This is an optimization exercise on Yosys and OpenROAD, whose aim is small area, a short achievable clock period and few clock cycles per item, not a production implementation.
In this exercise RTL edits were held to simulation tests only and were not proved equivalent to the original.
No activity file was given, so power comes from the tool's default toggle rates.

## run.sh

```bash
#!/bin/bash
# synth_recipe.tcl (not shown) runs the flow's synth.tcl, then flattens the netlist and writes it again
# the make line also repeats each setting of config.mk as NAME=value (left out here)
make -C /OpenROAD-flow-scripts/flow DESIGN_CONFIG=/design/flow/config.mk WORK_HOME=/design/flow/orfs CLKGATE_MAP_FILE= SYNTH_SCRIPT=/design/flow/synth_recipe.tcl finish
```

## config.mk

```make
export PLATFORM = sky130hd
export DESIGN_NAME = muldiv_seq
export DESIGN_NICKNAME = muldiv_seq
export VERILOG_FILES = /design/flow/design.v
export SDC_FILE = /design/flow/constraint.sdc
export NUM_CORES = 4
export LEC_CHECK = 0
export ABC_AREA = 1
export CAP_MARGIN = 20
export CORE_MARGIN = 2
export CORE_UTILIZATION = 40
export SETUP_SLACK_MARGIN = 2.5
export SLEW_MARGIN = 20
```

## constraint.sdc

```tcl
create_clock -name core_clock -period 7.0 [get_ports {clk}]
set_input_delay 1.4000 -clock core_clock [delete_from_list [all_inputs] [get_ports {clk}]]
set_output_delay 1.4000 -clock core_clock [all_outputs]
set_load 0.01 [all_outputs]
```

## design.v

```verilog
module muldiv_seq #(
    parameter int XLEN = 64
) (
    input  logic            clk,
    input  logic            reset,
    input  logic            start_i,
    input  logic [3:0]      op_i,
    input  logic [XLEN-1:0] a_i,
    input  logic [XLEN-1:0] b_i,
    input  logic            flush_i,
    input  logic            ack_i,
    output logic            busy_o,
    output logic            stall_o,
    output logic            done_o,
    output logic [XLEN-1:0] result_o,
    output logic [1:0]      dbg_state_o
);
    logic busy_q, done_q;
    logic ph_mul_q, ph_prep_q, ph_div_q, ph_fix_q;
    logic w_q, rem_q, sa_q, sb_q, negres_q;
    logic b1one_q, b1two_q, b1neg_q, b2one_q, b2two_q, b2neg_q;
    logic cx_q, asel_y_q, ainv_q;
    logic [6:0]  ca_q;
    logic [5:0]  cb_q;
    logic [7:0]  jd;
    logic [5:0]  cnt_q, sh;
    logic [64:0] r_q;    
    logic [64:0] x_q;    
    logic [63:0] y_q;    
    function automatic logic [64:0] wsext(input logic w, input logic [64:0] v);
        wsext = w ? {{33{v[31]}}, v[31:0]} : v;
    endfunction
    function automatic logic [6:0] lzc64(input logic [63:0] v);
        logic [31:0][1:0] c1;
        logic [15:0][2:0] c2;
        logic [7:0][3:0]  c3;
        logic [3:0][4:0]  c4;
        logic [1:0][5:0]  c5;
        for (int i = 0; i < 32; i++)
            c1[i] = v[2*i+1] ? 2'd0 : (v[2*i] ? 2'd1 : 2'd2);
        for (int i = 0; i < 16; i++)
            c2[i] = c1[2*i+1][1] ? {c1[2*i][1], ~c1[2*i][1], c1[2*i][0]}
                                 : {1'b0, c1[2*i+1]};
        for (int i = 0; i < 8; i++)
            c3[i] = c2[2*i+1][2] ? {c2[2*i][2], ~c2[2*i][2], c2[2*i][1:0]}
                                 : {1'b0, c2[2*i+1]};
        for (int i = 0; i < 4; i++)
            c4[i] = c3[2*i+1][3] ? {c3[2*i][3], ~c3[2*i][3], c3[2*i][2:0]}
                                 : {1'b0, c3[2*i+1]};
        for (int i = 0; i < 2; i++)
            c5[i] = c4[2*i+1][4] ? {c4[2*i][4], ~c4[2*i][4], c4[2*i][3:0]}
                                 : {1'b0, c4[2*i+1]};
        lzc64 = c5[1][5] ? {c5[0][5], ~c5[0][5], c5[0][4:0]} : {1'b0, c5[1]};
    endfunction
    function automatic logic [2:0] booth(input logic hi, input logic lo, input logic prev);
        booth = {lo ^ prev,
                 (hi & ~lo & ~prev) | (~hi & lo & prev),
                 hi & ~(lo & prev)};
    endfunction
    logic accept, working;
    logic d_mul, d_w, d_sgn, d_rem, d_legal, d_sx;
    logic [63:0] a_ext, b_ext, ymul, xmul;
    logic [6:0]  ca, cb, cbr;
    logic        swap, d_sa, d_sb, d_bzero, d_early;
    logic [7:0]  ga, gb, ta, tb, tas;
    logic [2:0]  d_bt1, d_bt2;
    always_comb begin
        accept  = !busy_q && start_i && !flush_i;
        working = busy_q && !done_q;
        d_mul   = (op_i == 4'd0) || (op_i == 4'd1);
        d_w     = (op_i == 4'd1) || (op_i == 4'd6) || (op_i == 4'd7) ||
                  (op_i == 4'd8) || (op_i == 4'd9);
        d_sgn   = (op_i == 4'd2) || (op_i == 4'd4) || (op_i == 4'd6) || (op_i == 4'd8);
        d_rem   = (op_i == 4'd4) || (op_i == 4'd5) || (op_i == 4'd8) || (op_i == 4'd9);
        d_legal = (op_i <= 4'd9);
        d_sx    = d_sgn || d_mul;
        a_ext   = d_w ? {{32{d_sx & a_i[31]}}, a_i[31:0]} : a_i;
        b_ext   = d_w ? {{32{d_sx & b_i[31]}}, b_i[31:0]} : b_i;
        d_sa    = d_sgn & a_ext[63];
        d_sb    = d_sgn & b_ext[63];
        ca    = lzc64(a_ext ^ {64{d_sx & a_ext[63]}});
        cbr   = lzc64(b_ext ^ {64{d_sx & b_ext[63]}});
        cb    = cbr[6] ? 7'd63 : cbr;
        for (int k = 0; k < 8; k++) begin
            ga[k] = (a_ext[8*k +: 8] == {8{d_sx & a_ext[63]}});
            gb[k] = (b_ext[8*k +: 8] == {8{d_sx & b_ext[63]}});
        end
        ta[7] = ga[7];
        tb[7] = gb[7];
        for (int k = 6; k >= 0; k--) begin
            ta[k] = ta[k+1] & ga[k];
            tb[k] = tb[k+1] & gb[k];
        end
        swap  = |(tb & ~ta);
        d_bzero = (b_ext == 64'd0);
        tas[0] = ta[0] & ~d_sa;
        for (int k = 1; k < 8; k++)
            tas[k] = ta[k] & (~d_sa | a_ext[8*k-1]);
        d_early = |(tas & ~tb);
        ymul  = (d_mul && swap) ? b_ext : a_ext;
        xmul  = swap ? a_ext : b_ext;
        d_bt1 = booth(ymul[1], ymul[0], 1'b0);
        d_bt2 = booth(ymul[3], ymul[2], ymul[1]);
    end
    logic [65:0] op_a, sel1, sel2, op1, op2, cs_s, cs_c, sum;
    logic [65:0] x66;
    always_comb begin
        x66  = {x_q[64], x_q};
        op_a = (asel_y_q ? {2'b00, y_q} : {r_q[64], r_q})
               ^ {66{ainv_q}};
        sel1 = b1one_q ? x66 : (b1two_q ? {x66[64:0], 1'b0} : 66'd0);
        sel2 = b2one_q ? {x66[63:0], 2'b00} : (b2two_q ? {x66[62:0], 3'b000} : 66'd0);
        op1  = sel1 ^ {66{b1neg_q}};
        op2  = sel2 ^ {66{b2neg_q}};
        cs_s = op_a ^ op1 ^ op2;
        cs_c = {((op_a & op1) | (op_a & op2) | (op1 & op2)), b1neg_q};
        sum  = cs_s + cs_c[65:0] + {65'd0, b2neg_q | cx_q};
    end
    logic mul_last, div_last, rneg, wfin;
    logic [2:0] n_bt1, n_bt2;
    always_comb begin
        mul_last = (&y_q[63:3]) | ~(|y_q[63:3]);
        div_last = (cnt_q == 6'd0);
        rneg     = sum[64];
        n_bt1    = booth(y_q[5], y_q[4], y_q[3]);
        n_bt2    = booth(y_q[7], y_q[6], y_q[5]);
        jd       = {2'b00, cb_q} + {7'd0, sa_q} - {1'b0, ca_q};
        sh       = jd[7] ? 6'd0 : jd[5:0];
        wfin     = w_q & (ph_fix_q | (ph_mul_q & mul_last) | (ph_div_q & rem_q & div_last));
    end
    always_ff @(posedge clk) begin
        if (!reset) begin
            busy_q    <= 1'b0;
            done_q    <= 1'b0;
            ph_mul_q  <= 1'b0;
            ph_prep_q <= 1'b0;
            ph_div_q  <= 1'b0;
            ph_fix_q  <= 1'b0;
        end else if (accept) begin
            busy_q    <= 1'b1;
            done_q    <= !d_legal;
            ph_mul_q  <= d_legal && d_mul;
            ph_prep_q <= d_legal && !d_mul && !d_early;
            ph_div_q  <= 1'b0;
            ph_fix_q  <= d_legal && !d_mul && d_early;
        end else if (working && flush_i) begin
            busy_q    <= 1'b0;
            ph_mul_q  <= 1'b0;
            ph_prep_q <= 1'b0;
            ph_div_q  <= 1'b0;
            ph_fix_q  <= 1'b0;
        end else if (done_q) begin
            if (ack_i || flush_i) begin
                busy_q <= 1'b0;
                done_q <= 1'b0;
            end
        end else begin
            if (ph_mul_q && mul_last) begin
                ph_mul_q <= 1'b0;
                done_q   <= 1'b1;
            end
            if (ph_prep_q) begin
                ph_prep_q <= 1'b0;
                ph_div_q  <= 1'b1;
            end
            if (ph_div_q && div_last) begin
                ph_div_q <= 1'b0;
                if (!rem_q || rneg || negres_q) ph_fix_q <= 1'b1;
                else done_q <= 1'b1;
            end
            if (ph_fix_q) begin
                ph_fix_q <= 1'b0;
                done_q   <= 1'b1;
            end
        end
    end
    always_ff @(posedge clk) begin
        if (accept) begin
            w_q      <= d_w;
            rem_q    <= d_rem;
            sa_q     <= d_sa;
            sb_q     <= d_sb;
            negres_q <= d_rem ? d_sa : (d_sa ^ d_sb) & !d_bzero;
            ca_q     <= d_mul ? 7'd0 : (d_bzero ? {6'd0, d_sa} : ca);
            cb_q     <= d_mul ? 6'd4 : (d_bzero ? 6'd63 : cb[5:0]);
            r_q      <= 65'd0;
            x_q      <= d_mul ? {xmul[63], xmul} : {d_sb, b_ext};
            y_q      <= ymul;
            {b1one_q, b1two_q, b1neg_q} <= d_mul ? d_bt1 : 3'b000;
            {b2one_q, b2two_q, b2neg_q} <= d_mul ? d_bt2 : 3'b000;
            cx_q     <= !d_mul && !d_early && d_sa;
            ainv_q   <= !d_mul && !d_early && d_sa;
            asel_y_q <= !d_mul && !(d_early && !d_rem);
        end else begin
            if (ph_mul_q)       y_q <= {{4{y_q[63]}}, y_q[63:4]};
            else if (ph_prep_q) y_q <= 64'd0;
            else                y_q <= {y_q[62:0], ~rneg};
        end
        if (!accept && working) begin
            r_q <= wsext(wfin, {sum[64] & ~ph_prep_q, sum[63:0]});
            if (ph_mul_q) begin
                x_q <= x_q << sh;
                {b1one_q, b1two_q, b1neg_q} <= n_bt1;
                {b2one_q, b2two_q, b2neg_q} <= n_bt2;
            end
            if (ph_prep_q) begin
                asel_y_q <= 1'b0;
                x_q     <= x_q << sh;
                cnt_q   <= sh;
                b1one_q <= 1'b1;
                b1neg_q <= ~sb_q;
                cx_q    <= 1'b0;
                ainv_q  <= 1'b0;
            end
            if (ph_div_q) begin
                if (!div_last) begin
                    x_q     <= {x_q[64], x_q[64:1]};
                    cnt_q   <= cnt_q - 6'd1;
                    b1neg_q <= ~rneg ^ sb_q;
                end else begin
                    asel_y_q <= !rem_q;
                    ainv_q   <= negres_q;
                    cx_q     <= negres_q;
                    b1one_q  <= rem_q && rneg;
                    b1neg_q  <= rem_q && rneg && (negres_q ^ sb_q);
                end
            end
        end
    end
    always_comb begin
        busy_o      = busy_q;
        done_o      = done_q;
        stall_o     = accept || working;
        result_o    = r_q[63:0];
        dbg_state_o = {done_q, working};
    end
endmodule
```

==> impl_results.md, run 1 <==
* Dpl hpwl at 110000 um
* Startpoint types: flip-flop
* Ys flop type: dfxtp_1
* Clock power share at 16.6%
* 1st-pass router iterations at 6
* Register Area at 0.00561 mm^2
* Post-Syn Area at 0.0305 mm^2
* H-tree levels at 1
* Syn avg cell area at 6.22 um^2
* Die W at 280 um
* Clock tree buffer depth at 3
* Ys async rst share at 0%
* Global route overflow at 0
* CP max stage delay at 0.48 ns
* Clock slew at reported path FFs at 0.06 ns
* Design area at 0.0371 mm^2
* Reg2Reg Depth at 21
* Power Total at 10.2 mW
* Setup TNS Final at 0 ns
* Internal power at 4.95 mW
* Routed vias/inst at 5.92
* R2R setup slack at 2.49 ns
* Rows at 101
* Ratio of final minimum period to clock period at 64.5%
* Req. time, crit path at 7.40 ns
* Max Clock Freq at 222 MHz
* Slowest cell on crit path: fa_1
* Area of the multi-input gates at 0.0222 mm^2
* Die Span Y at 280 um
* CTS Hold Bufs at 0
* Crit. End Element: flip-flop
* Final cell count without fillers at 6017
* Worst Tran Pin Value at 1.02 ns
* Crit path depth at 21
* Logic pwr share at 62.9%
* Crit Path Category: reg -> reg
* RSZ-0062 raised after global routing: true
* Slew margin rel. at 31.9%
* Drt wl/cell at 24.3 um
* Ys Warns at 1
* Sw Share at 51.5%
* CP delay by family, top: compound AO/OA/AOI/OAI gates
* Worst Hold Class: reg -> reg
* Number of synthesized register bits at 233
* Core Region at 0.0758 mm^2
* Share of cells above drive strength 1 at 13.3%
* Worst Clk Skew at 0.0364 ns
* Largest net degree at the start of global routing at 89
* Vias in the first global route at 32300
* Max Cap Viol at 0
* First-pass GRT wire length at 208000 um
* Post-Route WL at 146000 um
* Total GRT Usage at 35.1%
* Fin. Hold Viols at 0
* Lkg Pwr at 16.6 nW
* IO Pins at 206
* RR Endpoint: r_q[47]$_SDFFCE_PN0P_
* Status: complete, no violations
* Seq/Total Area, Yosys at 18.3%
* GPL Wtd Cong at 1.02
* Final antenna-violating net count at 0
* Arr. time, crit path at 4.91 ns
* Power per cell area at 275 mW/mm^2
* FF-to-FF Start: b1one_q$_DFF_P_
* Post-synth EDFFs at 91
* Vias at 35600
* Gate Count Post-Synth at 4906
* DP Area at 0.0328 mm^2
* CTS tree: done
* Area grow syn2layout at 21.5%
* Die area at 0.0786 mm^2
* DR DRC count at 0
* Dpl cells at 5816
* Synth unique cells at 69
* Post-Syn Nets at 5193
* IO Port Bufs at 205
* Initial core utilization at 40.3%
* CP max FO at 16
* Most frequent CP cell: nand2_1
* Clk Latency, worst-skew pair at 0.64 ns
* Filler cells at 7950
* Initial antenna violation count at 5
* Psw at 5.25 mW
* Final setup fails at 0
* Clock buffer count from CTS at 31
* CTS Root Cell: clkbuf_16
* NumNets Final at 5301
* Setup crit end: r_q[47]$_SDFFCE_PN0P_
* Min Clock Period, post-route at 4.51 ns
* Worst path cell trace: inv_8 -> bufbuf_16 -> o22ai_1 -> xor2_1 -> fa_1 -> inv_1 -> ha_2 -> nand2_1 -> inv_1 -> a21boi_4 -> o21ai_2 -> a21oi_2 -> o21bai_2 -> nand4_1 -> nand2_2 -> nand2_1 -> o211ai_1 -> buf_4 -> xor2_1 -> nand2_1 -> a21oi_1
* Crit path buf inv count at 5
* DRT iter0 DRCs at 4518
* Number of max-slew violations in the final report at 0
* Final design utilization at 48.9%
* Clk sinks at 233
* Max VDD drop at 0.211 mV
* Crit path from: b1one_q$_DFF_P_
* Sequential group share of total power at 20.4%
-- registers in the layout (all words and copies together) (netlist names), 6 cells and up --
register / flops
cnt_q: 6
y_q: 64
cb_q: 6
x_q: 65
r_q: 65
ca_q: 7
-- layout by cell type (no fill, tap or decap), drive strengths merged, types with 8 or more instances in the layout --
cell	n
inv	596
clkinv	13
xor2	257
fa	67
a21oi	307
o21bai	29
buf	193
nor4	28
clkdlybuf4s50	196
nor2	312
o211ai	60
nand2	1239
o21ai	550
or2	38
o221ai	25
nor3	38
dfxtp	142
nand4	70
clkbuf	59
edfxtp	91
o21a	16
nand3	249
bufbuf	8
a22oi	75
o31ai	38
a31oi	40
ha	83
o22ai	137
-- worst min-delay path: stages, from the launching register on --
cell and delay [ns]:
dfxtp_1 0.32, nand2_1 0.06, nand2_1 0.04
-- area by class of cell --
class / count / area share (%)
multi-input cells: 3731 / 59.9
clock buffers: 44 / 2.56
repair inverters: 2 / 0.0438
inverters: 598 / 6.25
flip-flops and latches: 233 / 15.1
diodes: 1 / 0.00674
clock inverters: 13 / 0.307
well taps: 978 / 3.30
repair buffers: 417 / 12.5
-- power groups by stage --
stage               sequential (mW)  clock (mW)  combinational [mW]
floorplan                      1.88           0                3.96
global placement               2.07           0                5.58
detailed placement             2.07           0                5.57
CTS                            2.05        1.70                5.87
global route                   2.09        1.74                7.04
finish                         2.08        1.70                6.42
-- timing repair --
item                                   in CTS  in global routing
setup buffers                              53                 57
setup endpoints to repair                 196                155
pin swaps                                  33                 83
cloned                                     18                 15
endpoints found under the hold margin       0                  0
resized for setup                         209                274
-- per-stage QoR --
stage	setup WS (ns)	hold WS [ns]
after CTS	2.50	0.471
final	2.49	0.472
after detailed placement	0.653	0.461
after floorplan	2.50	0.441
after global placement	0.703	0.463
after global routing	2.33	0.515
-- per-layer routing --
metal  up-vias  global-route usage [%]  part of all wire, %
li1      16600                       -                    -
met1     16900                    50.1                   43
met3       267                    4.46                  8.9
met5         -                       0                    0
met2      1840                    54.5                   44
met4         0                    11.4                  3.9
-- worst min-delay path by stage --
stage          depth (start not counted)              end            start  slack [ns]
2_1_floorplan                          2  x_q[44]$_DFF_P_  x_q[45]$_DFF_P_        0.44
3_5_place_dp                           2  x_q[44]$_DFF_P_  x_q[45]$_DFF_P_        0.46
3_3_place_gp                           2  x_q[44]$_DFF_P_  x_q[45]$_DFF_P_        0.46
6_report                               2  x_q[44]$_DFF_P_  x_q[45]$_DFF_P_        0.47
4_1_cts                                2  x_q[44]$_DFF_P_  x_q[45]$_DFF_P_        0.47
5_1_grt                                2  x_q[58]$_DFF_P_  x_q[59]$_DFF_P_        0.52
-- cells by family (layout without fill, tap and decap cells) --
family,Yosys count,after routing,synth area share (%)
simple gates,1982,1987,27.2
compound gates,1323,1323,25.8
buf+inv,947,1074,13.1
xor+xnor,264,264,7.62
flops,233,233,18.3
fa+ha+maj,150,150,7.79
mux,7,7,0.229
other cells,0,1,0
-- cell usage after synthesis, types with 8 or more instances --
library cell | count | share of area, %
o21ai_0 | 510 | 8.4
nand4_1 | 70 | 1.4
o211ai_1 | 52 | 1.3
nor4_1 | 28 | 0.57
o21bai_2 | 10 | 0.37
o211ai_2 | 8 | 0.33
o21a_1 | 16 | 0.39
buf_6 | 11 | 0.41
ha_1 | 83 | 3.4
dfxtp_1 | 142 | 9.3
xor2_1 | 255 | 7.3
o21ai_1 | 37 | 0.61
nor2_1 | 295 | 3.6
nand3_1 | 245 | 4.0
edfxtp_1 | 91 | 8.9
inv_2 | 17 | 0.21
nand2_1 | 1226 | 15
o31ai_1 | 38 | 0.93
buf_1 | 46 | 0.57
nor3_1 | 38 | 0.62
a21oi_1 | 283 | 4.6
inv_1 | 577 | 7.1
a21oi_2 | 21 | 0.60
o21bai_1 | 19 | 0.47
buf_4 | 84 | 2.1
or2_2 | 38 | 0.78
o221ai_1 | 25 | 0.72
fa_1 | 67 | 4.4
a31oi_1 | 40 | 0.82
a22oi_1 | 68 | 1.7
buf_2 | 26 | 0.43
clkbuf_1 | 181 | 2.2
nor2_2 | 13 | 0.27
o22ai_1 | 137 | 2.8
Testbench counts, summed over its fixed seeds: cycles 17,527, ops 1,920.
==> run 2: changes to the inputs <==
--- a/design.v
+++ b/design.v
@@ -63,6 +63,7 @@
     logic [6:0]  ca, cb, cbr;
     logic        swap, d_sa, d_sb, d_bzero, d_early;
     logic [7:0]  ga, gb, ta, tb, tas;
+    logic [7:0]  za, zb, ea63, eb63, ea31, eb31;
     logic [2:0]  d_bt1, d_bt2;
     always_comb begin
         accept  = !busy_q && start_i && !flush_i;
@@ -76,14 +77,25 @@
         d_sx    = d_sgn || d_mul;
         a_ext   = d_w ? {{32{d_sx & a_i[31]}}, a_i[31:0]} : a_i;
         b_ext   = d_w ? {{32{d_sx & b_i[31]}}, b_i[31:0]} : b_i;
-        d_sa    = d_sgn & a_ext[63];
-        d_sb    = d_sgn & b_ext[63];
+        d_sa    = d_sgn & (d_w ? a_i[31] : a_i[63]);
+        d_sb    = d_sgn & (d_w ? b_i[31] : b_i[63]);
         ca    = lzc64(a_ext ^ {64{d_sx & a_ext[63]}});
         cbr   = lzc64(b_ext ^ {64{d_sx & b_ext[63]}});
         cb    = cbr[6] ? 7'd63 : cbr;
         for (int k = 0; k < 8; k++) begin
-            ga[k] = (a_ext[8*k +: 8] == {8{d_sx & a_ext[63]}});
-            gb[k] = (b_ext[8*k +: 8] == {8{d_sx & b_ext[63]}});
+            za[k]   = (a_i[8*k +: 8] == 8'd0);
+            zb[k]   = (b_i[8*k +: 8] == 8'd0);
+            ea63[k] = (a_i[8*k +: 8] == {8{a_i[63]}});
+            eb63[k] = (b_i[8*k +: 8] == {8{b_i[63]}});
+            ea31[k] = (a_i[8*k +: 8] == {8{a_i[31]}});
+            eb31[k] = (b_i[8*k +: 8] == {8{b_i[31]}});
+            if (k >= 4) begin
+                ga[k] = d_w || (d_sx ? ea63[k] : za[k]);
+                gb[k] = d_w || (d_sx ? eb63[k] : zb[k]);
+            end else begin
+                ga[k] = d_sx ? (d_w ? ea31[k] : ea63[k]) : za[k];
+                gb[k] = d_sx ? (d_w ? eb31[k] : eb63[k]) : zb[k];
+            end
         end
         ta[7] = ga[7];
         tb[7] = gb[7];
@@ -92,10 +104,10 @@
             tb[k] = tb[k+1] & gb[k];
         end
         swap  = |(tb & ~ta);
-        d_bzero = (b_ext == 64'd0);
+        d_bzero = (&zb[3:0]) & (d_w | (&zb[7:4]));
         tas[0] = ta[0] & ~d_sa;
         for (int k = 1; k < 8; k++)
-            tas[k] = ta[k] & (~d_sa | a_ext[8*k-1]);
+            tas[k] = ta[k] & (~d_sa | a_i[8*k-1] | (d_w && k >= 5));
         d_early = |(tas & ~tb);
         ymul  = (d_mul && swap) ? b_ext : a_ext;
         xmul  = swap ? a_ext : b_ext;
--- a/config.mk
+++ b/config.mk
@@ -5,9 +5,9 @@
 export SDC_FILE = /design/flow/constraint.sdc
 export NUM_CORES = 4
 export LEC_CHECK = 0
-export ABC_AREA = 1
 export CAP_MARGIN = 20
 export CORE_MARGIN = 2
 export CORE_UTILIZATION = 40
 export SETUP_SLACK_MARGIN = 2.5
 export SLEW_MARGIN = 20
+export TNS_END_PERCENT = 10
==> run 2 against run 1 <==
Net effect:
- final area down 0.81%
- power increased by 26%
- worst hold slack gained 0.098 ns
- die area increased by 0.64%
- sequential cell count stayed put
- core utilization is 0.48 points lower
- critical path depth down 3
- critical endpoint is now r_q[63]$_SDFFCE_PN0P_
- largest power group unchanged
==> impl_results.md, run 2 <==
* Status: complete, no violations
* Clk Latency, worst-skew pair at 0.63 ns (about the same)
* Worst hold path depth at 2 (unchanged)
* Crit Path Category: reg -> reg
* Final antenna-violating net count at 0 (unchanged)
* DRT iter0 DRCs at 5026 (+11%)
* Reg2Reg Depth at 18 (-14%)
* Share of cells above drive strength 1 at 14.9% (+1.6 points)
* Power per cell area at 348 mW/mm^2 (+27%)
* Ys flop type: dfxtp_1
* NumNets Final at 4367 (-18%)
* Most frequent CP cell: buf_4
* Seq/Total Area, Yosys at 18.1% (-0.12 points)
* RSZ-0062 raised after global routing: true
* Final setup fails at 0 (unchanged)
* IO Port Bufs at 205 (unchanged)
* Worst Hold Class: reg -> reg
* Fin. Hold Viols at 0 (unchanged)
* Total GRT Usage at 35.8% (+0.76 points)
* CTS Hold Bufs at 0 (unchanged)
* Syn avg cell area at 7.52 um^2 (+21%)
* DR DRC count at 0 (unchanged)
* R2R setup slack at 2.30 ns (-0.19 ns)
* Count leader, synth: nor2_1
* CTS Root Cell: clkbuf_16
* Top post-synthesis cells by count: nor2_1, a21oi_1, clkbuf_1
* Min Clock Period, post-route at 4.70 ns (+0.185 ns)
* # diodes at 0 (-1)
* Clock tree buffer depth at 3 (unchanged)
* Biggest regs: r_q x65, x_q x65, y_q x64
* Setup TNS Final at 0 ns (unchanged)
* FF-to-FF Start: x_q[1]$_DFF_P_
* Startpoint types: flip-flop
* GPL Wtd Cong at 1.02 (-0.20%)
* Worst path cell trace: a22oi_1 -> xnor2_1 -> fa_1 -> ha_1 -> nor2b_1 -> o2111ai_2 -> a21boi_2 -> a31oi_1 -> buf_4 -> a2bb2oi_4 -> nor2b_4 -> o41ai_4 -> buf_6 -> a211oi_4 -> buf_4 -> o21bai_2 -> mux2i_1 -> o211ai_1
* Die W at 281 um (+0.32%)
* RR Endpoint: r_q[63]$_SDFFCE_PN0P_
* Global route overflow at 0 (unchanged)
* First-pass GRT wire length at 212000 um (+2.1%)
* Clock buffer count from CTS at 29 (-6.5%)
* Largest net degree at the start of global routing at 101 (+13%)
* Clock slew at reported path FFs at 0.06 ns (about the same)
* Cell taking the most area after synthesis: dfxtp_1
* Routed vias/inst at 6.68 (+13%)
* Drt wl/cell at 29.4 um (+21%)
* Synth unique cells at 99 (+43%)
* Post-Route WL at 151000 um (+3.0%)
* WHS Endpoint: b2two_q$_DFF_P_
* Post-Syn Area at 0.0307 mm^2 (+0.65%)
* Number of max-slew violations in the final report at 0 (unchanged)
* IO Pins at 206 (unchanged)
* Vias in the first global route at 31100 (-3.8%)
* Most frequent cells in the layout: nor2_1, a21oi_1, nand2_1
* Top cell type's share of synthesized area at 9.25% (-5.8 points)
* CP max FO at 11 (-5)
* Number of synthesized register bits at 233 (unchanged)
* Gate Count Post-Synth at 4087 (-17%)
* Slew margin rel. at 26.1% (-5.9 points)
* Most common cell after layout, fill and taps aside: nor2_1
* Max Cap Viol at 0 (unchanged)
* Initial antenna violation count at 4 (-1)
* Core Region at 0.0759 mm^2 (+0.17%)
* Ys Warns at 1 (unchanged)
* Hold slack final at 0.569 ns (+0.0976 ns)
* Final cell count without fillers at 5129 (-15%)
* Initial core utilization at 40.5% (+0.19 points)
* Worst Tran Pin Value at 1.10 ns (+0.0839 ns)
* Slowest cell on crit path: dfxtp_1
* 1st-pass router iterations at 7 (+1)
* Ratio of final minimum period to clock period at 67.1% (+2.6 points)
* Area grow syn2layout at 19.8%
* CTS tree: done
* Lkg Pwr at 15.1 nW (-8.9%)
* Dpl hpwl at 108000 um (-1.3%)
* Rows at 101 (unchanged)
* H-tree levels at 1 (unchanged)
* Post-synth EDFFs at 91 (unchanged)
* Post-Syn Nets at 4378 (-16%)
* Dominant cells by area after synthesis: dfxtp_1, edfxtp_1, mux2i_1
* Vias at 34300 (-3.8%)
* Dpl cells at 4951 (-15%)
* Max VDD drop at 0.196 mV (-6.8%)
* Req. time, crit path at 7.33 ns (-0.07 ns)
* Arr. time, crit path at 5.03 ns (+0.12 ns)
* Die Span Y at 281 um (+0.32%)
* CP max stage delay at 0.70 ns (+0.22 ns)
* Min-delay src: b2two_q$_DFF_P_
* Max Clock Freq at 213 MHz (-3.9%)
* Clk sinks at 233 (unchanged)
* Ys async rst share at 0% (unchanged)
* Die area at 0.0791 mm^2 (+0.64%)
* Crit. End Element: flip-flop
* Worst Clk Skew at 0.0387 ns (+0.00225 ns)
## run 2: cell types whose count changed after synthesis, sizes merged, moves of 141 or more
cell / previous run / this run
xor2: 257 / 116
o21ai: 550 / 254
nand2: 1236 / 301
nand3: 248 / 83
mux2i: 7 / 222
inv: 594 / 189
## run 2: area by class of cell
type | count | area [um^2]
sequential | 233 | 5610
tap | 1030 | 1290
inverter | 196 | 754
multi-input combinational | 3193 | 23800
fill | 7416 | 39100
timing repair buffer | 423 | 4340
clock inverter | 14 | 154
clock buffer | 40 | 840
## run 2: worst max-delay path by stage
stage	end	start
2_1_floorplan	b2one_q$_DFF_P_	op_i[2]
3_3_place_gp	x_q[56]$_DFF_P_	op_i[0]
3_5_place_dp	x_q[43]$_DFF_P_	op_i[0]
4_1_cts	r_q[64]$_SDFFCE_PN0P_	asel_y_q$_DFF_P_
5_1_grt	b1neg_q$_DFF_P_	b2two_q$_DFF_P_
6_report	r_q[63]$_SDFFCE_PN0P_	x_q[1]$_DFF_P_
## run 2: cell families (layout without fill, tap and decap cells)
group                      Yosys count  after routing  synth area share (%)
AOI/OAI and AO/OA                 1372           1374                  30.2
xor gates and xnor gates           262            262                  7.47
adders and majority gates          154            154                  7.91
buffers and inverters              667            673                  9.43
DFF                                233            233                  18.1
muxes                              286            286                  9.76
and+or+nand+nor                   1113           1117                  17.1
## run 2: per-layer routing
layer	routed length (um)	track usage, %
met5	43	0
met4	10800	19.9
met3	16200	6.19
met2	64900	55.4
met1	58900	47.2
## run 2: through the flow
| step | power [mW] | util, % | worst slack [ns] | instance area (um^2) |
|---|---|---|---|---|
| floorplan | 7.27 | - | 2.48 | 30800 |
| global placement | 9.45 | 43.3 | 1.04 | 32900 |
| detailed placement | 9.44 | 43.3 | 0.913 | 32900 |
| CTS | 11.8 | 46.7 | 2.38 | 35500 |
| global route | 13.4 | 48.5 | 2.18 | 36800 |
| finish | 12.8 | 48.5 | 2.30 | 36800 |
## run 2: what timing repair did
action,4_1_cts,5_1_grt
endpoints found under the setup margin,197,159
pin swaps,49,76
cloned,9,6
resized for setup,225,222
setup buffers,62,47
## run 2: worst max-delay path: cells and delay by family (launching register included)
kind,cells,cell delay [ns]
fa+ha+maj,2,0.81
simple gates,2,0.33
mux,1,0.21
xor+xnor,1,0.24
flops,1,0.70
buf+inv,3,0.54
compound gates,9,1.58
## run 2: power by group
group          switching [mW]  internal [mW]  leakage, nW  total (mW)
combinational            5.05           3.72         12.6        8.77
clock                   0.710          0.947        0.487        1.66
sequential              0.694           1.69         2.08        2.39
Testbench counts of run 2, summed over its fixed seeds: cycles 17,527, ops 1,920.
==> run 3: changes to the inputs <==
--- a/config.mk
+++ b/config.mk
@@ -5,6 +5,7 @@
 export SDC_FILE = /design/flow/constraint.sdc
 export NUM_CORES = 4
 export LEC_CHECK = 0
+export ABC_AREA = 1
 export CAP_MARGIN = 20
 export CORE_MARGIN = 2
 export CORE_UTILIZATION = 40
==> run 3 against run 2 <==
Net effect:
- still clean
- wire length is 2.1% higher
- count of clock-buffer cells in the layout is 1 lower
- die area is 1.3% higher
- worst hold slack worse by 0.097 ns
- final area is 2.9% lower
- final cell count is 19% higher
- largest cell class unchanged
- largest power group unchanged
==> impl_results.md, run 3 <==
* Status: complete, no violations
* Min Clock Period, post-route at 4.56 ns (-0.142 ns)
* Drt wl/cell at 25.1 um (-14%)
* Global route overflow at 0 (unchanged)
* DR DRC count at 0 (unchanged)
* Clock power share at 15.3% (+2.4 points)
* First-pass GRT wire length at 218000 um (+2.8%)
* DP Area at 0.0334 mm^2 (+1.6%)
* Crit Path Category: in -> reg
* RSZ-0062 raised after global routing: true
* Vias at 36900 (+7.6%)
* Clock tree buffer depth at 3 (unchanged)
* Final setup fails at 0 (unchanged)
* Crit. End Element: flip-flop
* Power Total at 10.5 mW (-18%)
* Post-Route WL at 154000 um (+2.1%)
* Sw Share at 54.0% (+3.6 points)
* Area grow syn2layout at 14.7%
* Die area at 0.0801 mm^2 (+1.3%)
* Ratio of final minimum period to clock period at 65.1% (-2.0 points)
* Power per cell area at 293 mW/mm^2 (-16%)
* Metal-1 WL at 61800 um (+4.9%)
* Post-Syn Area at 0.0312 mm^2 (+1.4%)
* R2R setup slack at 2.46 ns (+0.16 ns)
* Synth Area in XOR/XNOR at 9.53% (+2.1 points)
* FF-to-FF Start: b2neg_q$_DFF_P_
* Dpl hpwl at 118000 um (+9.2%)
* Ys async rst share at 0% (unchanged)
* Internal power at 4.83 mW (-24%)
* DRT iter0 DRCs at 4465 (-11%)
* Top post-synthesis cells by count: nand2_1, inv_1, nand3_1
* Post-Syn Nets at 5327 (+22%)
* Cell taking the most area after synthesis: nand2_1
* Top sig layer: met5
* Worst Clk Skew at 0.0172 ns (-0.0215 ns)
* WHS Endpoint: x_q[50]$_DFF_P_
* Crit path from: op_i[0]
* Gate Count Post-Synth at 5036 (+23%)
* Synth Area in Adders at 7.80% (-0.11 points)
* Req. time, crit path at 7.50 ns (+0.17 ns)
* Clk sinks at 233 (unchanged)
* Die Span Y at 283 um (+0.66%)
* Max Clock Freq at 219 MHz (+3.1%)
* Initial core utilization at 40.3% (-0.19 points)
* Final design utilization at 46.2% (-2.3 points)
* WL met2 at 67300 um (+3.7%)
* Lkg Pwr at 16.1 nW (+6.5%)
* Ys flop type: dfxtp_1
* Max VDD drop at 0.237 mV (+21%)
* Simple-gate area share of the yosys netlist at 29.0% (+12 points)
* Ys Warns at 1 (unchanged)
* Number of max-slew violations in the final report at 0 (unchanged)
* Worst Hold Class: reg -> reg
* Rows at 102 (+0.99%)
* Top cell type's share of synthesized area at 13.0% (+3.7 points)
* Psw at 5.66 mW (-12%)
* GPL Wtd Cong at 1.05 (+2.5%)
* Post-synth EDFFs at 91 (unchanged)
* Logic pwr share at 64.9% (-3.5 points)
* Clk Latency, worst-skew pair at 0.62 ns (about the same)
* Biggest regs: r_q x65, x_q x65, y_q x64
* Final antenna-violating net count at 0 (unchanged)
* Clock buffer count from CTS at 31 (+6.9%)
* Count leader, synth: nand2_1
* Dominant cells by area after synthesis: nand2_1, dfxtp_1, edfxtp_1
* Worst hold path depth at 2 (unchanged)
* NumNets Final at 5341 (+22%)
* Main combinational cell family by area after synthesis: simple AND/OR/NAND/NOR gates
* Largest net degree at the start of global routing at 70 (-31%)
* CP max FO at 20 (+9)
* Routed vias/inst at 6.02 (-9.8%)
* Startpoint types: primary input
* Fin. Hold Viols at 0 (unchanged)
* Multiplexer share of the synthesized area at 0.0321% (-9.7 points)
* IO Pins at 206 (unchanged)
* IO Port Bufs at 205 (unchanged)
* Slew margin rel. at 27.6% (+1.6 points)
* Syn avg cell area at 6.19 um^2 (-18%)
* Seq/Total Area, Yosys at 17.9% (-0.24 points)
* Synth Area in Compound Gates at 22.5% (-7.7 points)
* Arr. time, crit path at 5.06 ns (+0.03 ns)
* Setup TNS Final at 0 ns (unchanged)
* Core Region at 0.0773 mm^2 (+1.8%)
* Synth unique cells at 67 (-32%)
* CTS tree: done
* Worst Tran Pin Value at 1.08 ns (-0.0276 ns)
* Max Cap Viol at 0 (unchanged)
* Sequential group share of total power at 19.8% (+1.2 points)
* Most common cell after layout, fill and taps aside: nand2_1
* Min-delay src: x_q[51]$_DFF_P_
* Met3 wire len at 16300 um (+1.0%)
* Total GRT Usage at 35.8% (-0.081 points)
* Die W at 283 um (+0.66%)
* RR Endpoint: r_q[57]$_SDFFCE_PN0P_
* Design area at 0.0357 mm^2 (-2.9%)
* Reg2Reg Depth at 17 (-1)
* Vias in the first global route at 33800 (+8.6%)
* 1st-pass router iterations at 7 (unchanged)
* Share of cells above drive strength 1 at 6.64% (-8.3 points)
* CTS Root Cell: clkbuf_16
* H-tree levels at 1 (unchanged)
* Clock slew at reported path FFs at 0.07 ns (about the same)
* Number of synthesized register bits at 233 (unchanged)
* Most frequent cells in the layout: nand2_1, inv_1, nand3_1
* Initial antenna violation count at 6 (+2)
## run 3: cell types whose count changed after synthesis, moves of 194 or more
cell	before	now
nand2_1	301	1076
inv_1	188	624
nand3_1	81	464
o21ai_0	228	463
mux2i_1	222	1
xor2_1	116	310
## run 3: critical path: stages
cell and delay [ns]:
dlygate4sd2_1 0.58, o21ai_4 0.17, nand2_8 0.16, buf_4 0.13, a21oi_2 0.06, nor2_2 0.15
buf_12 0.21, nand3_1 0.18, nand2_2 0.18, nand3_1 0.16, nor2_1 0.20, nor2_2 0.08
nand3_4 0.13, nand2_8 0.09, buf_4 0.15, o21ai_0 0.60, o21ai_0 0.21, nand3_1 0.11
nand2_1 0.08
## run 3: worst max-delay path by stage
| stage | end | slack [ns] | depth (start not counted) |
|---|---|---|---|
| after floorplan | r_q[58]$_SDFFCE_PN0P_ | 2.51 | 26 |
| after global placement | x_q[24]$_DFF_P_ | 0.94 | 19 |
| after detailed placement | x_q[4]$_DFF_P_ | 0.87 | 19 |
| after CTS | b2one_q$_DFF_P_ | 2.43 | 18 |
| after global routing | x_q[31]$_DFF_P_ | 2.24 | 19 |
| final | x_q[31]$_DFF_P_ | 2.44 | 19 |
## run 3: logic make-up (layout without fill, tap and decap cells)
kind of cell | after synthesis | in the layout
flops | 233 | 233
fa+ha+maj | 154 | 154
buf+inv | 986 | 1020
other cells | 0 | 7
mux | 1 | 1
compound gates | 1231 | 1233
xor+xnor | 339 | 339
simple gates | 2092 | 2094
## run 3: routing by layer
layer  track usage [%]  vias to the layer above
li1                  -                    16900
met1              48.5                    17400
met2              55.9                     2238
met3              5.93                      375
met4              15.4                        6
met5                 0                        -
## run 3: cell type report
class / instances / area, um^2
Inverter: 652 / 2520
Multi-Input combinational cell: 3821 / 22000
Timing Repair inverter: 1 / 5.00
Clock inverter: 18 / 123
Clock buffer: 39 / 846
Tap cell: 1040 / 1300
Sequential cell: 233 / 5590
Antenna cell: 7 / 17.5
Fill cell: 8406 / 41600
Timing Repair Buffer: 310 / 3350
## run 3: power by group through the flow
stage	combinational (mW)	sequential, mW	clock [mW]
3_3_place_gp	6.29	2.07	0
5_1_grt	7.44	2.08	1.65
2_1_floorplan	4.38	1.90	0
6_report	6.81	2.07	1.61
3_5_place_dp	6.28	2.07	0
4_1_cts	6.44	2.04	1.61
## run 3: what timing repair did
| item | 4_1_cts | 5_1_grt |
|---|---|---|
| resized for setup | 106 | 91 |
| hold endpoints to repair | 0 | 0 |
| setup buffers | 13 | 25 |
| gates cloned | 7 | 9 |
| hold buffers | 0 | 0 |
| setup endpoints to repair | 186 | 160 |
| pin swaps | 6 | 19 |
## run 3: stage by stage
step	setup WS, ns	std cells	hold slack [ns]
after global placement	0.935	6003	0.467
after global routing	2.24	6114	0.509
final	2.44	6121	0.472
after CTS	2.43	6080	0.464
after floorplan	2.51	5036	0.434
after detailed placement	0.871	6003	0.468
==> run 4: changes to the inputs <==
--- a/config.mk
+++ b/config.mk
@@ -9,6 +9,6 @@
 export CAP_MARGIN = 20
 export CORE_MARGIN = 2
 export CORE_UTILIZATION = 40
-export SETUP_SLACK_MARGIN = 2.5
+export SETUP_SLACK_MARGIN = 3.0
 export SLEW_MARGIN = 20
 export TNS_END_PERCENT = 10
==> run 4 against run 3 <==
Net effect:
- register-to-register slack better by 0.28 ns
- sequential cell count stayed put
- power is 6.9% higher
- first-iteration DRC count is 29% higher
- critical path depth is 5 higher
- clock skew is 0.0078 ns higher
- highest routed layer is now met4
- largest power group unchanged
- still clean
- critical path type is now reg -> reg
- global-route usage is 2.2 points higher
- fmax is 7.0% higher
- non-clock buffer count is 79 higher
- critical endpoint is now r_q[56]$_SDFFCE_PN0P_
==> impl_results.md, run 4 <==
* Status: complete, no violations
* Vias at 38100 (+3.4%)
* Share of cells above drive strength 1 at 13.0% (+6.3 points)
* Ys flop type: dfxtp_1
* Dpl hpwl at 119000 um (+0.62%)
* Worst Tran Pin Value at 1.29 ns (+0.214 ns)
* CTS Root Cell: clkbuf_16
* Die Span Y at 283 um (unchanged)
* CP max stage delay at 0.49 ns (-0.11 ns)
* Count leader, synth: nand2_1
* Post-synth EDFFs at 91 (unchanged)
* GPL Wtd Cong at 1.11 (+5.8%)
* Drt wl/cell at 26.1 um (+3.8%)
* Reg2Reg Depth at 24 (+7)
* Ratio of final minimum period to clock period at 60.9% (-4.2 points)
* Ys Warns at 1 (unchanged)
* Startpoint types: flip-flop
* Area of the multi-input gates at 0.0235 mm^2 (+6.6%)
* Die W at 283 um (unchanged)
* Clock tree buffer depth at 3 (unchanged)
* Power per cell area at 293 mW/mm^2 (about the same)
* Number of synthesized register bits at 233 (unchanged)
* Syn avg cell area at 6.19 um^2 (unchanged)
* Post-Syn Area at 0.0312 mm^2 (unchanged)
* Slew margin rel. at 13.0% (-15 points)
* Largest net degree at the start of global routing at 93 (+33%)
* Design area at 0.0382 mm^2 (+7.0%)
* Crit Path Category: reg -> reg
* Number of max-slew violations in the final report at 0 (unchanged)
* CP delay by family, top: compound AO/OA/AOI/OAI gates
* IO Port Bufs at 205 (unchanged)
* Max Cap Viol at 0 (unchanged)
* Global route overflow at 0 (unchanged)
* WHS Endpoint: x_q[3]$_DFF_P_
* Worst hold path depth at 2 (unchanged)
* Die area at 0.0801 mm^2 (unchanged)
* Worst Hold Class: reg -> reg
* Sequential group share of total power at 18.8% (-1.0 points)
* Biggest regs: r_q x65, x_q x65, y_q x64
* Total GRT Usage at 38.0% (+2.2 points)
* Top cell type's share of synthesized area at 13.0% (unchanged)
* Min Clock Period, post-route at 4.26 ns (-0.297 ns)
* Clock buffer count from CTS at 30 (-3.2%)
* 1st-pass router iterations at 8 (+1)
* Sw Share at 54.0% (+0.074 points)
* DR DRC count at 0 (unchanged)
* Seq/Total Area, Yosys at 17.9% (unchanged)
* IO Pins at 206 (unchanged)
* Area grow syn2layout at 22.8%
* DRT iter0 DRCs at 5778 (+29%)
* Most common cell after layout, fill and taps aside: nand2_1
* Final antenna-violating net count at 0 (unchanged)
* Dominant cells by area after synthesis: nand2_1, dfxtp_1, edfxtp_1
* Psw at 6.06 mW (+7.1%)
* Fin. Hold Viols at 0 (unchanged)
* DP Area at 0.0335 mm^2 (+0.36%)
* H-tree levels at 1 (unchanged)
* Max Clock Freq at 235 MHz (+7.0%)
* Initial core utilization at 40.3% (unchanged)
* Ys async rst share at 0% (unchanged)
* Setup TNS Final at 0 ns (unchanged)
* RSZ-0062 raised after global routing: true
* Clock slew at reported path FFs at 0.06 ns (about the same)
* CTS tree: done
* Crit path buf inv count at 4 (unchanged)
* Core Region at 0.0773 mm^2 (unchanged)
* Logic pwr share at 66.5% (+1.6 points)
* Crit. End Element: flip-flop
* Rows at 102 (unchanged)
* FF-to-FF Start: asel_y_q$_DFF_P_
* CP max FO at 6 (-70%)
* Vias in the first global route at 34900 (+3.3%)
* Clk Latency, worst-skew pair at 0.64 ns (+0.02 ns)
* Final setup fails at 0 (unchanged)
* R2R setup slack at 2.74 ns (+0.28 ns)
* Pre-CTS WS at 1.01 ns (+0.136 ns)
* Clk sinks at 233 (unchanged)
* Arr. time, crit path at 4.61 ns (-0.45 ns)
* Post-Route WL at 162000 um (+5.3%)
* Routed vias/inst at 6.13 (+1.8%)
* Final design utilization at 49.4% (+3.2 points)
* Worst path cell trace: buf_12 -> buf_8 -> nand2_2 -> nand2_1 -> xor2_1 -> fa_1 -> inv_1 -> fa_2 -> inv_2 -> fa_2 -> nand2_2 -> nand3_2 -> o21ai_2 -> o21a_2 -> o21ai_4 -> a21o_1 -> nand2_1 -> nand2_2 -> a21o_1 -> nand4_1 -> o211ai_1 -> nand2_1 -> nand3_2 -> a21oi_2
* Top post-synthesis cells by count: nand2_1, inv_1, nand3_1
* Register Area at 0.00560 mm^2 (+0.20%)
* Initial antenna violation count at 5 (-1)
* RR Endpoint: r_q[56]$_SDFFCE_PN0P_
* Slowest cell on crit path: fa_1
* Max VDD drop at 0.262 mV (+11%)
* Hold slack final at 0.461 ns (-0.0111 ns)
* First-pass GRT wire length at 230000 um (+5.5%)
* Clock power share at 14.7% (-0.6 points)
* Req. time, crit path at 7.35 ns (-0.15 ns)
* Post-Syn Nets at 5327 (unchanged)
* Worst Clk Skew at 0.0250 ns (+0.00785 ns)
* Final setup margin at 2.74 ns (+0.297 ns)
* Synth unique cells at 67 (unchanged)
* Cell taking the most area after synthesis: nand2_1
* Most frequent cells in the layout: nand2_1, inv_1, nand3_1
* Gate Count Post-Synth at 5036 (unchanged)
* Min-delay src: x_q[4]$_DFF_P_
* NumNets Final at 5439 (+1.8%)
* Filler cells at 8018 (-4.6%)
* Lkg Pwr at 17.2 nW (+6.5%)
* Internal power at 5.15 mW (+6.8%)
[run 4: cell counts after synthesis]
No cell type changed its count.
[run 4: through the flow]
| step | power [mW] | std cells |
|---|---|---|
| after floorplan | 6.35 | 5036 |
| after global placement | 8.40 | 6005 |
| after detailed placement | 8.41 | 6005 |
| after CTS | 10.7 | 6157 |
| after global routing | 11.9 | 6210 |
| final | 11.2 | 6212 |
[run 4: cell families after synthesis]
logic type,after synthesis,share of synthesized area (%)
AO/OA/AOI/OAI,1231,22.5
XOR/XNOR,339,9.53
adder cells (fa/ha/maj),154,7.80
buffers and inverters,986,13.2
flip-flops,233,17.9
multiplexers,1,0.0321
AND/OR/NAND/NOR,2092,29.0
[run 4: timing repair]
action                                  4_1_cts  5_1_grt
pin swaps                                    54       58
cloned                                       28       11
endpoints found under the setup margin      209      189
buffers inserted                             70       42
hold buffers                                  0        0
hold endpoints to repair                      0        0
resized for setup                           339      275
[run 4: worst max-delay path by stage]
| stage | start | end | cells past startpoint |
|---|---|---|---|
| 3_5_place_dp | op_i[2] | y_q[63]$_DFFE_PP_ | 18 |
| 4_1_cts | ca_q[2]$_SDFFCE_PP0P_ | x_q[51]$_DFF_P_ | 21 |
| 2_1_floorplan | asel_y_q$_DFF_P_ | r_q[34]$_SDFFCE_PN0P_ | 25 |
| 6_report | asel_y_q$_DFF_P_ | r_q[56]$_SDFFCE_PN0P_ | 24 |
| 5_1_grt | asel_y_q$_DFF_P_ | b1one_q$_DFF_P_ | 28 |
| 3_3_place_gp | op_i[1] | b2two_q$_DFF_P_ | 21 |
[run 4: worst reg2reg max path, cell delays in order, from the launching register on]
cell      delay [ns]
dfxtp_2         0.33
buf_12          0.16
buf_8           0.16
nand2_2         0.06
nand2_1         0.07
xor2_1          0.15
fa_1            0.49
inv_1           0.05
fa_2            0.33
inv_2           0.07
fa_2            0.20
nand2_2         0.07
nand3_2         0.07
o21ai_2         0.07
o21a_2          0.23
o21ai_4         0.26
a21o_1          0.19
nand2_1         0.08
nand2_2         0.12
a21o_1          0.25
nand4_1         0.17
o211ai_1        0.13
nand2_1         0.09
nand3_2         0.12
a21oi_2         0.08
[run 4: cell type report]
| cell class | instances | share of cell area [%] |
|---|---|---|
| Sequential cell | 233 | 14.6 |
| Clock buffer | 44 | 2.37 |
| Clock inverter | 10 | 0.255 |
| Antenna cell | 2 | 0.0131 |
| Inverter | 652 | 6.81 |
| Timing Repair inverter | 4 | 0.118 |
| Tap cell | 1040 | 3.40 |
| Timing Repair Buffer | 389 | 11.1 |
| Multi-Input combinational cell | 3838 | 61.3 |
[run 4: power groups by stage]
stage / combinational [mW] / clock [mW] / sequential [mW]
3_3_place_gp: 6.33 / 0 / 2.08
3_5_place_dp: 6.33 / 0 / 2.08
5_1_grt: 8.08 / 1.69 / 2.10
6_report: 7.46 / 1.65 / 2.10
2_1_floorplan: 4.45 / 0 / 1.90
4_1_cts: 7.02 / 1.64 / 2.06
[run 4: layer usage]
metal | part of all wire (%) | vias to the layer above | track usage [%]
li1 | - | 17100 | -
met1 | 38 | 17900 | 48.9
met2 | 42 | 2510 | 57.6
met3 | 12 | 592 | 8.62
met4 | 7.6 | 0 | 23.3
met5 | 0 | - | 0
==> run 5: changes to the inputs <==
--- a/config.mk
+++ b/config.mk
@@ -9,6 +9,6 @@
 export CAP_MARGIN = 20
 export CORE_MARGIN = 2
 export CORE_UTILIZATION = 40
-export SETUP_SLACK_MARGIN = 3.0
+export SETUP_SLACK_MARGIN = 3.5
 export SLEW_MARGIN = 20
 export TNS_END_PERCENT = 10
==> run 5 against run 4 <==
Net effect:
- still clean on timing, DRC and antenna
- fmax down 1.0%
- non-clock buffer count grew 187
- critical path depth is 3 lower
- via count is 3.2% higher
- synthesized cell count is the same
- power increased by 9.0%
- clock power is about 10% higher
- clock skew about the same
- worst setup slack got worse by 0.045 ns
- global-route usage grew 4.3 points
- critical path type unchanged
- critical endpoint is now r_q[54]$_SDFFCE_PN0P_
- largest cell class unchanged
- highest routed layer is now met5
==> impl_results.md, run 5 <==
* Status: complete, no violations
* Count leader, synth: nand2_1
* Max Cap Viol at 0 (unchanged)
* Pre-CTS WS at 1.18 ns (+0.174 ns)
* Power per cell area at 295 mW/mm^2 (+0.42%)
* Min Clock Period, post-route at 4.31 ns (+0.0451 ns)
* Cell taking the most area after synthesis: nand2_1
* IO Port Bufs at 205 (unchanged)
* Dpl hpwl at 134000 um (+13%)
* Ys Warns at 1 (unchanged)
* NumNets Final at 5623 (+3.4%)
* Vias at 39300 (+3.2%)
* Reg2Reg Depth at 21 (-13%)
* Syn avg cell area at 6.19 um^2 (unchanged)
* Clock slew at reported path FFs at 0.06 ns (about the same)
* Clock power share at 14.9% (+0.2 points)
* Number of synthesized register bits at 233 (unchanged)
* Total GRT Usage at 42.3% (+4.3 points)
* CTS tree: done
* Setup TNS Final at 0 ns (unchanged)
* Final antenna-violating net count at 0 (unchanged)
* Max Clock Freq at 232 MHz (-1.0%)
* Synth unique cells at 67 (unchanged)
* Seq/Total Area, Yosys at 17.9% (unchanged)
* Worst Tran Pin Value at 1.11 ns (-0.185 ns)
* Largest net degree at the start of global routing at 96 (+3.2%)
* Post-synth EDFFs at 91 (unchanged)
* Drt wl/cell at 28.5 um (+9.3%)
* Die W at 283 um (unchanged)
* Biggest regs: r_q x65, x_q x65, y_q x64
* CP max FO at 4 (-2)
* Die area at 0.0801 mm^2 (unchanged)
* Rows at 102 (unchanged)
* Clock buffer count from CTS at 34 (+13%)
* Most frequent CP cell: o21ai_4
* Initial antenna violation count at 8 (+3)
* RR Endpoint: r_q[54]$_SDFFCE_PN0P_
* Sw Share at 53.5% (-0.57 points)
* Top post-synthesis cells by count: nand2_1, inv_1, nand3_1
* Clock tree buffer depth at 3 (unchanged)
* Sequential group share of total power at 16.9% (-1.9 points)
* Final cell count without fillers at 6400 (+3.0%)
* Final setup margin at 2.69 ns (-0.0451 ns)
* Slowest cell on crit path: fa_1
* Post-Route WL at 183000 um (+13%)
* Top cell type's share of synthesized area at 13.0% (unchanged)
* Worst path cell trace: buf_12 -> clkinvlp_4 -> o22ai_4 -> xor2_2 -> fa_1 -> buf_4 -> fa_2 -> nand2_2 -> nand3_2 -> o21ai_4 -> o21a_4 -> o21ai_4 -> buf_4 -> a21oi_4 -> o21ai_4 -> nand3_2 -> nand2_4 -> a31o_4 -> or2_2 -> nand3_1 -> a21oi_2
* 1st-pass router iterations at 7 (-1)
* DP Area at 0.0339 mm^2 (+1.3%)
* Worst Hold Class: reg -> reg
* Max VDD drop at 0.194 mV (-26%)
* Startpoint types: flip-flop
* CP max stage delay at 0.47 ns (-0.02 ns)
* Final setup fails at 0 (unchanged)
* Slew margin rel. at 26.2% (+13 points)
* Ys async rst share at 0% (unchanged)
* First-pass GRT wire length at 251000 um (+8.9%)
* Routed vias/inst at 6.15 (+0.21%)
* Crit Path Category: reg -> reg
* Most common cell after layout, fill and taps aside: nand2_1
* Post-Syn Area at 0.0312 mm^2 (unchanged)
* Ys flop type: dfxtp_1
* Core Region at 0.0773 mm^2 (unchanged)
* Gate Count Post-Synth at 5036 (unchanged)
* Share of cells above drive strength 1 at 19.5% (+6.5 points)
* Worst hold path depth at 2 (unchanged)
* IO Pins at 206 (unchanged)
* Most frequent cells in the layout: nand2_1, inv_1, nand3_1
* Post-Syn Nets at 5327 (unchanged)
* DRT iter0 DRCs at 5825 (+0.81%)
* Min-delay src: x_q[45]$_DFF_P_
* WHS Endpoint: x_q[44]$_DFF_P_
* R2R setup slack at 2.69 ns (-0.05 ns)
* Logic pwr share at 68.2% (+1.7 points)
* Number of max-slew violations in the final report at 0 (unchanged)
* Design area at 0.0415 mm^2 (+8.5%)
* Global route overflow at 0 (unchanged)
* Crit. End Element: flip-flop
* Initial core utilization at 40.3% (unchanged)
* Vias in the first global route at 35300 (+1.1%)
* Psw at 6.54 mW (+7.8%)
* Power Total at 12.2 mW (+9.0%)
* Ratio of final minimum period to clock period at 61.5% (+0.64 points)
* Clk Latency, worst-skew pair at 0.57 ns (-0.07 ns)
* Internal power at 5.69 mW (+10%)
* RSZ-0062 raised after global routing: true
* Lkg Pwr at 18.6 nW (+8.2%)
* DR DRC count at 0 (unchanged)
* FF-to-FF Start: x_q[0]$_DFF_P_
* Arr. time, crit path at 4.57 ns (-0.04 ns)
* Req. time, crit path at 7.26 ns (-0.09 ns)
* Clk sinks at 233 (unchanged)
* Dpl cells at 6048 (+0.72%)
* CTS Root Cell: clkbuf_16
* Filler cells at 7818 (-2.5%)
* GPL Wtd Cong at 1.08 (-2.8%)
* Die Span Y at 283 um (unchanged)
* Dominant cells by area after synthesis: nand2_1, dfxtp_1, edfxtp_1
* H-tree levels at 2 (+1)
* Worst Clk Skew at 0.0246 ns (-0.000442 ns)
* Area grow syn2layout at 33.2%
* Fin. Hold Viols at 0 (unchanged)
-- run 5: cell type report --
cell class	count	area [um^2]	area share, %
inverters	652	2670	6.42
multi-input cells	3829	24300	58.6
clock inverters	8	50.0	0.121
diodes	3	7.51	0.0181
repair buffers	576	6420	15.5
clock buffers	53	1060	2.54
flip-flops and latches	233	5610	13.5
repair inverters	6	60.1	0.145
well taps	1040	1300	3.14
-- run 5: cell families after synthesis --
kind of cell             after synthesis  synth area share, %
buffers and inverters                986                 13.2
AND/OR/NAND/NOR                     2092                 29.0
flip-flops                           233                 17.9
AO/OA/AOI/OAI                       1231                 22.5
adder cells (fa/ha/maj)              154                 7.80
XOR/XNOR                             339                 9.53
multiplexers                           1               0.0321
-- run 5: worst max path at each step --
stage	startpoint	endpoint	slack [ns]	cells past startpoint
global route	b1one_q$_DFF_P_	r_q[58]$_SDFFCE_PN0P_	2.61	25
floorplan	asel_y_q$_DFF_P_	r_q[34]$_SDFFCE_PN0P_	2.97	25
finish	x_q[0]$_DFF_P_	r_q[54]$_SDFFCE_PN0P_	2.69	21
CTS	x_q[2]$_DFF_P_	r_q[49]$_SDFFCE_PN0P_	2.84	23
global placement	a_i[63]	x_q[39]$_DFF_P_	1.13	17
detailed placement	a_i[63]	x_q[39]$_DFF_P_	1.18	17
-- run 5: worst max-delay path, delay by kind of cell, from the launching register on --
family | cells | cell delay, ns
AOI/OAI and AO/OA | 8 | 1.19
DFF | 1 | 0.37
xor gates and xnor gates | 1 | 0.20
adders and majority gates | 2 | 0.83
and+or+nand+nor | 6 | 0.74
buffers and inverters | 4 | 0.66
-- run 5: layer usage --
metal	GRT usage, %	part of all wire (%)	vias up
met2	61.0	41	2735
met5	1.13	0.014	-
met4	21.5	6.7	4
met3	10.6	13	504
met1	58.1	40	18600
li1	-	-	17500
-- run 5: through the flow --
stage	util [%]	hold slack, ns
finish	53.7	0.475
global route	53.6	0.513
CTS	49.5	0.478
detailed placement	43.9	0.461
global placement	43.9	0.469
floorplan	-	0.434
-- run 5: power by group through the flow --
stage / Clock [mW] / Sequential [mW] / Combinational (mW)
floorplan: 0 / 1.90 / 4.49
global placement: 0 / 2.05 / 6.61
detailed placement: 0 / 2.05 / 6.61
CTS: 1.82 / 2.04 / 7.55
global route: 1.86 / 2.07 / 8.92
finish: 1.82 / 2.06 / 8.34
-- run 5: timing repair --
item                       4_1_cts  5_1_grt
buffers inserted               135      108
cloned                          19       26
hold buffers                     0        0
resized for setup              454      497
setup endpoints to repair      218      211
pin swaps                       98      140
==> run 6: changes to the inputs <==
--- a/config.mk
+++ b/config.mk
@@ -8,7 +8,7 @@
 export ABC_AREA = 1
 export CAP_MARGIN = 20
 export CORE_MARGIN = 2
-export CORE_UTILIZATION = 40
-export SETUP_SLACK_MARGIN = 3.5
+export CORE_UTILIZATION = 55
+export SETUP_SLACK_MARGIN = 2.5
 export SLEW_MARGIN = 20
 export TNS_END_PERCENT = 10
==> run 6 against run 5 <==
Net effect:
- non-clock buffer count fell by 268
- power is 14% lower
- core utilization rose by 9.2 points
- still clean on timing, DRC and antenna
- largest cell class unchanged
- synthesized area did not move
==> impl_results.md, run 6 <==
* Status: complete, no violations
* Ratio of final minimum period to clock period at 64.7% (+3.2 points)
* Number of synthesized register bits at 233 (unchanged)
* Clk Latency, worst-skew pair at 0.63 ns (+0.06 ns)
* Final setup fails at 0 (unchanged)
* Core Region at 0.0562 mm^2 (-27%)
* Worst Tran Pin Value at 1.18 ns (+0.0770 ns)
* CP max FO at 8 (+4)
* Dominant cells by area after synthesis: nand2_1, dfxtp_1, edfxtp_1
* Top cell type's share of synthesized area at 13.0% (unchanged)
* IO Port Bufs at 205 (unchanged)
* Syn avg cell area at 6.19 um^2 (unchanged)
* Startpoint types: primary input
* Post-Syn Nets at 5327 (unchanged)
* Ys Warns at 1 (unchanged)
* Vias in the first global route at 33300 (-5.5%)
* Post-synth EDFFs at 91 (unchanged)
* Crit. End Element: flip-flop
* Worst hold path depth at 2 (unchanged)
* Clock slew at reported path FFs at 0.07 ns (about the same)
* Final antenna-violating net count at 0 (unchanged)
* Fin. Hold Viols at 0 (unchanged)
* Most frequent cells in the layout: nand2_1, inv_1, nand3_1
* Ys flop type: dfxtp_1
* 1st-pass router iterations at 8 (+1)
* CP max stage delay at 0.82 ns (+0.35 ns)
* FF-to-FF Start: b1one_q$_DFF_P_
* Die W at 242 um (-15%)
* Post-Syn Area at 0.0312 mm^2 (unchanged)
* Global route overflow at 0 (unchanged)
* Rows at 87 (-15%)
* Largest net degree at the start of global routing at 87 (-9.4%)
* Area grow syn2layout at 13.4%
* Max VDD drop at 0.254 mV (+31%)
* RR Endpoint: r_q[52]$_SDFFCE_PN0P_
* Number of max-slew violations in the final report at 0 (unchanged)
* Biggest regs: r_q x65, x_q x65, y_q x64
* Power per cell area at 299 mW/mm^2 (+1.4%)
* Die Span Y at 242 um (-15%)
* Dpl cells at 5725 (-5.3%)
* Setup TNS Final at 0 ns (unchanged)
* Reg2Reg Depth at 17 (-19%)
* IO Pins at 206 (unchanged)
* Min-delay src: x_q[4]$_DFF_P_
* Synth unique cells at 67 (unchanged)
* Arr. time, crit path at 5.03 ns (+0.46 ns)
* Max Cap Viol at 0 (unchanged)
* Total GRT Usage at 48.3% (+6.0 points)
* Hold slack final at 0.475 ns (-0.0000710 ns)
* Most common cell after layout, fill and taps aside: nand2_1
* Cell taking the most area after synthesis: nand2_1
* H-tree levels at 1 (-1)
* GPL Wtd Cong at 1.18 (+9.4%)
* CTS tree: done
* Post-Route WL at 151000 um (-17%)
* Slowest cell on crit path: clkdlybuf4s50_1
* Req. time, crit path at 7.50 ns (+0.24 ns)
* Initial core utilization at 55.5% (+15 points)
* Drt wl/cell at 25.9 um (-9.1%)
* Worst Clk Skew at 0.0267 ns (+0.00210 ns)
* Seq/Total Area, Yosys at 17.9% (unchanged)
* Count leader, synth: nand2_1
* Routed vias/inst at 6.50 (+5.7%)
* DRT iter0 DRCs at 6230 (+7.0%)
* Ys async rst share at 0% (unchanged)
* Clk sinks at 233 (unchanged)
* Crit Path Category: in -> reg
* Final cell count without fillers at 5839 (-8.8%)
* Initial antenna violation count at 7 (-1)
* Top post-synthesis cells by count: nand2_1, inv_1, nand3_1
* Vias at 38000 (-3.5%)
* CTS Root Cell: clkbuf_16
* DR DRC count at 0 (unchanged)
* Worst Hold Class: reg -> reg
* Share of cells above drive strength 1 at 6.97% (-13 points)
* Clock tree buffer depth at 3 (unchanged)
* First-pass GRT wire length at 215000 um (-14%)
* Dpl hpwl at 115000 um (-14%)
* NumNets Final at 5346 (-4.9%)
* Max Clock Freq at 221 MHz (-4.9%)
* WHS Endpoint: x_q[3]$_DFF_P_
* Clock buffer count from CTS at 30 (-12%)
* Die area at 0.0586 mm^2 (-27%)
* Worst path cell trace: clkdlybuf4s50_1 -> inv_1 -> nor4_1 -> nand4_1 -> nand2_2 -> nand4_1 -> nand2_2 -> nand3_4 -> nand2_8 -> nand2_1 -> o21ai_2 -> ha_1 -> a221oi_1 -> nor2_1
* RSZ-0062 raised after global routing: true
* Slew margin rel. at 20.3% (-5.9 points)
* Lkg Pwr at 16.1 nW (-13%)
* Min Clock Period, post-route at 4.53 ns (+0.222 ns)
* Final design utilization at 62.9% (+9.2 points)
* R2R setup slack at 2.50 ns (-0.19 ns)
* Gate Count Post-Synth at 5036 (unchanged)
run 6: cell counts after synthesis:
No cell type changed its count.
run 6: kinds of logic (layout without fill, tap and decap cells):
group	count (synthesis)	count (layout)	synth area share, %
simple gates	2092	2101	29.0
mux	1	1	0.0321
fa+ha+maj	154	154	7.80
xor+xnor	339	339	9.53
compound gates	1231	1233	22.5
flops	233	233	17.9
other cells	0	5	0
buf+inv	986	1017	13.2
run 6: area by class of cell:
class                      instances  area (um^2)
clock buffer                      45          931
inverter                         652         2540
fill                            5510        20800
antenna                            5         12.5
tap                              756          946
sequential                       233         5590
timing repair buffer             308         3130
clock inverter                    10         92.6
timing repair inverter             2         15.0
multi-input combinational       3828        22100
run 6: metal layers:
metal / GRT usage [%] / routed length [um]
met3: 18.4 / 25300
met5: 1.31 / 128
met2: 67.0 / 58800
met1: 63.8 / 56300
met4: 27.0 / 10800
run 6: power by group:
group	internal [mW]	switching [mW]
Sequential	1.72	0.340
Combinational	2.16	4.67
Clock	0.952	0.714
Total	4.84	5.72
run 6: repair_timing:
item | 4_1_cts | 5_1_grt
cloned | 6 | 12
resized for setup | 72 | 130
hold buffers | 0 | 0
pin swaps | 6 | 23
endpoints found under the setup margin | 205 | 188
buffers inserted | 8 | 28
run 6: metrics by stage:
| stage | total power [mW] | instance area (um^2) | setup WS, ns |
|---|---|---|---|
| floorplan | 6.28 | 31200 | 2.51 |
| global placement | 8.21 | 33100 | 1.07 |
| detailed placement | 8.26 | 33100 | 0.944 |
| CTS | 10.0 | 34500 | 2.33 |
| global route | 11.1 | 35300 | 2.37 |
| finish | 10.6 | 35300 | 2.47 |
run 6: how the worst max path moves through the flow:
| stage | startpoint | to | slack [ns] |
|---|---|---|---|
| final | a_i[7] | b2one_q$_DFF_P_ | 2.47 |
| after detailed placement | op_i[2] | y_q[63]$_DFFE_PP_ | 0.94 |
| after global routing | b1neg_q$_DFF_P_ | ph_fix_q$_SDFFE_PN0P_ | 2.37 |
| after global placement | op_i[1] | y_q[63]$_DFFE_PP_ | 1.07 |
| after floorplan | b1neg_q$_DFF_P_ | r_q[58]$_SDFFCE_PN0P_ | 2.51 |
| after CTS | op_i[2] | b2one_q$_DFF_P_ | 2.33 |
run 6: worst max-delay path: cells and delay by family:
| family | cells | cell delay [ns] |
|---|---|---|
| AND/OR/NAND/NOR | 9 | 1.96 |
| buffers and inverters | 2 | 0.94 |
| adder cells (fa/ha/maj) | 1 | 0.27 |
| AO/OA/AOI/OAI | 2 | 0.43 |

[re-timing with driven ports]
No port has a modelled driver above. Below, the same layouts with a new extraction and two added sets of constraints.
Step 1, drivers: a clkbuf_16 drives clk and a buf_2 each remaining input, both assumed.
Step 2 adds t to the input delays and takes it off the output delays; t is the mean of the earliest and latest rising clock arrival at the registers after step 1. Input paths then give back, and output paths get back, about the clock's delay inside the block.
a / b / c = ideal ports / drivers / drivers and shift; a / b = the first two.
run | t (ns) | setup slack, ns | hold slack, ns | worst setup path at the end
run 1 | 0.695 | 2.487 / 2.487 / 1.890 | 0.472 / 0.472 / 0.472 | input to register
run 2 | 0.677 | 2.301 / 2.301 / 1.818 | 0.569 / 0.569 / 0.569 | input to register
run 3 | 0.681 | 2.443 / 2.462 / 1.792 | 0.472 / 0.472 / 0.472 | input to register
run 4 | 0.708 | 2.740 / 2.740 / 2.209 | 0.461 / 0.461 / 0.461 | input to register
run 5 | 0.629 | 2.695 / 2.695 / 2.248 | 0.475 / 0.475 / 0.475 | input to register
run 6 | 0.692 | 2.473 / 2.496 / 1.825 | 0.475 / 0.475 / 0.475 | input to register
After both steps every run listed still meets setup and hold. For run 3, which loses most, drivers alone change the setup slack by +0.019 ns; drivers and shift together by -0.651 ns.
